From an optimization exercise on the open Yosys and OpenROAD flow, aimed at small area; shortcuts taken in it are not production practice. Only simulation tests tie the RTL to the original design; equivalence was not proved. Power is estimated from default activity; no workload was simulated.

==> flow/design.v (excerpt) <==
module mips_multicycle_core #(
  parameter int                    ADDR_WIDTH = 32,
  parameter logic [ADDR_WIDTH-1:0] RESET_PC   = '0,
  parameter int                    NUM_REGS   = 32
) (
  input  logic                  clk,
  input  logic                  rst,
  output logic                  mem_req,
  output logic                  mem_we,
  output logic [ADDR_WIDTH-1:0] mem_addr,
  output logic [31:0]           mem_wdata,
  input  logic [31:0]           mem_rdata,
  input  logic                  mem_ready,
  output logic                  halted
);
  localparam int NR = 31;    
  typedef enum logic [2:0] {
    S_CLR,
    S_FETCH,
    S_READ,
    S_WRITE,
    S_ADDR,
    S_MEM,
    S_BEQ1,
    S_HALT
  } state_t;
  state_t           r_state;
  logic [29:0]      r_pc;        
  logic [4:0]       r_p;         
  logic [31:0]      r_x;
  logic [31:0]      r_y;
  logic [28:0]      r_ir;        
  logic             r_first;     
  logic             r_gs;        
  logic             r_gt;        
  logic [NR*32-1:0] r_ring;
  logic        w_c2, w_c1, w_c0;
  logic        w_lw, w_sw, w_addi, w_beq, w_r, w_j, w_need_t, w_mem;
  logic [4:0]  w_rs, w_rt, w_rd;
  logic [5:0]  w_fn;
  logic [31:0] w_sext;
  assign w_c2     = r_ir[28];
  assign w_c1     = r_ir[27];
  assign w_c0     = r_ir[26];
  assign w_mem    = w_c2;
  assign w_lw     = w_c2 & ~w_c1;
  assign w_sw     = w_c2 &  w_c1;
  assign w_addi   = ~w_c2 & w_c1 & ~w_c0;
  assign w_beq    = w_c1 & w_c0;
  assign w_r      = ~w_c2 & ~w_c1 & ~w_c0;
  ...
export LEC_CHECK = 0
export CAP_MARGIN = 20
export CORE_MARGIN = 2
export CORE_UTILIZATION = 66
export SLEW_MARGIN = 20
create_clock -name core_clock -period 10.0 [get_ports {clk}]
standard.sh (not shown) runs the stock make flow with config.mk's settings and CLKGATE_MAP_FILE= SYNTH_SCRIPT=/design/flow/synth_recipe.tcl, a recipe that flattens the netlist after the stock synthesis.
==> flow/flow/run.sh <==
#!/bin/bash
# Own flow: the standard layout (standard.sh: ORFS synthesis to final
# layout) with these changes, all in how the layout is built:
#  - synthesis is the standard flow's synthesis script (synth_recipe.tcl) unchanged, except
#    that its ABC technology-mapping call runs flow/abc.script, an
#    area-oriented script, instead of ORFS's abc_speed.script. Registers are
#    mapped before ABC, so they are the standard synthesis's registers;
#  - ports are buffered with sky130_fd_sc_hd__buf_1 instead of the default
#    buffer cell (every input and output still gets its own buffer);
#  - clock tree synthesis uses clkbuf_8 with sink clusters of up to 16
#    flip-flops within 40 um, and no dummy loads.
# The tools' full output goes to standard.log in this folder.
set -euo pipefail
W=$PWD
export BUFFER_PORTS_ARGS="-buffer_cell sky130_fd_sc_hd__buf_1"
export CTS_ARGS="-sink_clustering_enable -repair_clock_nets -dont_use_dummy_load -buf_list sky130_fd_sc_hd__clkbuf_8 -sink_clustering_size 16 -sink_clustering_max_diameter 40"
{
  cat <<EOT
proc abc {args} {
  set i [lsearch -exact \$args -script]
  if { \$i >= 0 } {
    set args [lreplace \$args [expr {\$i + 1}] [expr {\$i + 1}] $W/flow/abc.script]
  }
  yosys abc {*}\$args
}
EOT
  cat synth_recipe.tcl
} > my_synth.tcl
sed "s#SYNTH_SCRIPT=[^ ]*#SYNTH_SCRIPT=$W/my_synth.tcl#" standard.sh > my_standard.sh
grep -q "SYNTH_SCRIPT=$W/my_synth.tcl" my_standard.sh
bash my_standard.sh > standard.log 2>&1
==> flow/flow/abc.script <==
strash
ifraig
dc2
&get -n
&synch2
&nf
&put
topo
stime -c
dnsize -c
Change:
--- a/flow/flow/run.sh
+++ b/flow/flow/run.sh
@@ -11 +11 @@
-#    flip-flops within 40 um, and no dummy loads.
+#    flip-flops within 60 um, and no dummy loads.
@@ -16 +16 @@
-export CTS_ARGS="-sink_clustering_enable -repair_clock_nets -dont_use_dummy_load -buf_list sky130_fd_sc_hd__clkbuf_8 -sink_clustering_size 16 -sink_clustering_max_diameter 40"
+export CTS_ARGS="-sink_clustering_enable -repair_clock_nets -dont_use_dummy_load -buf_list sky130_fd_sc_hd__clkbuf_8 -sink_clustering_size 16 -sink_clustering_max_diameter 60"
Settings changed: CORE_UTILIZATION 66 to 72.
Result: Fmax went up by about 3%; worst setup slack gets better by 0.26 ns; total power went up by 1.2%.
Change:
==> flow/flow/abc.script (replaced) <==
strash
ifraig
dc2
balance
rewrite
refactor
balance
rewrite
rewrite -z
balance
refactor -z
rewrite -z
balance
balance
rewrite
refactor
balance
rewrite
rewrite -z
balance
refactor -z
rewrite -z
balance
strash
&get -n
&dch -f
&nf
&put
topo
stime -c
dnsize -c
Settings changed: CORE_UTILIZATION 72 to 60.
Synthesized cell count increases by 2.4%.
Total power falls by 7.1%.
Critical path depth rose by 1.
Change:
==> flow/flow/abc.script (replaced) <==
strash
ifraig
dc2
&get -n
&synch2
&nf
&put
topo
stime -c
dnsize -c
Settings changed: CORE_UTILIZATION 60 to 66, PLACE_DENSITY set to 0.8.
Clock skew is higher by 0.025 ns.
Worst setup slack improved by 0.47 ns.
Non-clock buffer count stays the same.
Power went up by 4.5%.
Synthesized area falls by 0.49%.
Routed wire length grows by 4.8%.
Sequential power is higher by 5.2%.
Combinational power grows by about 6%.
Global-route usage went up by 3.7 points.
Design area shrinks by 0.68%.
Change:
--- a/flow/flow/run.sh
+++ b/flow/flow/run.sh
@@ -10 +10 @@
-#  - clock tree synthesis uses clkbuf_8 with sink clusters of up to 16
+#  - clock tree synthesis uses clkbuf_8 with sink clusters of up to 17
@@ -16 +16 @@
-export CTS_ARGS="-sink_clustering_enable -repair_clock_nets -dont_use_dummy_load -buf_list sky130_fd_sc_hd__clkbuf_8 -sink_clustering_size 16 -sink_clustering_max_diameter 60"
+export CTS_ARGS="-sink_clustering_enable -repair_clock_nets -dont_use_dummy_load -buf_list sky130_fd_sc_hd__clkbuf_8 -sink_clustering_size 17 -sink_clustering_max_diameter 60"
Settings changed: PLACE_DENSITY 0.8 to not set.
Effect: Area after synthesis stays the same. Die area stays the same. First-iteration DRC count climbs by 19%. Synthesized cell count stays the same. Design area stays flat. Total power is lower by 0.33%. Global-route usage is higher by 0.58 points.
Change:
==> flow/flow/run.sh (replaced) <==
#!/bin/bash
# Own flow: the standard layout (standard.sh: ORFS synthesis to final
# layout) with two changes, both in how the layout is built:
#  - ports are buffered with sky130_fd_sc_hd__buf_1 instead of the default
#    buffer cell (every input and output still gets its own buffer);
#  - clock tree synthesis uses clkbuf_8 with sink clusters of up to 16
#    flip-flops within 60 um, and no dummy loads;
#  - RECOVER_POWER downsizes gates off the critical paths after global route.
# The tools' full output goes to standard.log in this folder.
set -e
export BUFFER_PORTS_ARGS="-buffer_cell sky130_fd_sc_hd__buf_1"
export RECOVER_POWER=100
export CTS_ARGS="-sink_clustering_enable -repair_clock_nets -dont_use_dummy_load -buf_list sky130_fd_sc_hd__clkbuf_8 -sink_clustering_size 16 -sink_clustering_max_diameter 60"
bash standard.sh > standard.log 2>&1
Settings changed: CORE_UTILIZATION 66 to 60.
removed: flow/flow/abc.script
After rerunning: Now the flow reached the layout checks and failed them: capacitance limit, slew limit; setup slack is better by 1.2 ns; combinational power drops by 62%; global-route usage drops by 4.5 points; via count climbs by 2.5%; clock power climbs by about 3%; design area climbs by 2.5%; sequential power drops by 18%; clock-buffer cell count climbs by 6; non-clock buffer count drops by 4; maximum frequency climbs by 16%; sequential share of layout area drops by 1.8 points.

==> what the ideal ports hide <==
Ports are ideal in the flow. The routed layouts listed here were re-timed in OpenROAD. Step 1 (the two cells are an assumption about what drives the block):
set clk [get_ports {clk}]
set_driving_cell -lib_cell sky130_fd_sc_hd__clkbuf_16 $clk
set_driving_cell -lib_cell sky130_fd_sc_hd__buf_2 [delete_from_list [all_inputs] $clk]
Step 2 moves the port delays by t, midway between the first and last clock arrival at a register: inputs arrive t later, outputs are due t later. That takes back most of the time a late clock gives input paths. Three values: ideal, step 1, step 2; two values: the first two.
run | shift t [ns] | slack for setup (ns) | hold WS [ns] | latest minus earliest clock arrival (ns) | worst data-port slew with drivers (ns)
the first run | 0.716 | 1.215 / 1.215 / 1.215 | 0.269 / 0.269 / 0.269 | 0.121 / 0.121 | 0.07
the second run | 0.704 | 1.475 / 1.475 / 1.475 | 0.311 / 0.311 / 0.311 | 0.086 / 0.086 | 0.12
the third run | 0.708 | 1.235 / 1.235 / 1.235 | 0.292 / 0.292 / 0.292 | 0.064 / 0.064 | 0.09
the fourth run | 0.723 | 1.706 / 1.706 / 1.706 | 0.290 / 0.290 / 0.290 | 0.089 / 0.090 | 0.09
the fifth run | 0.721 | 1.215 / 1.215 / 1.215 | 0.300 / 0.300 / 0.300 | 0.074 / 0.074 | 0.06
the sixth run | 0.700 | 2.427 / 2.427 / 2.427 | 0.295 / 0.295 / 0.295 | 0.103 / 0.103 | 0.09
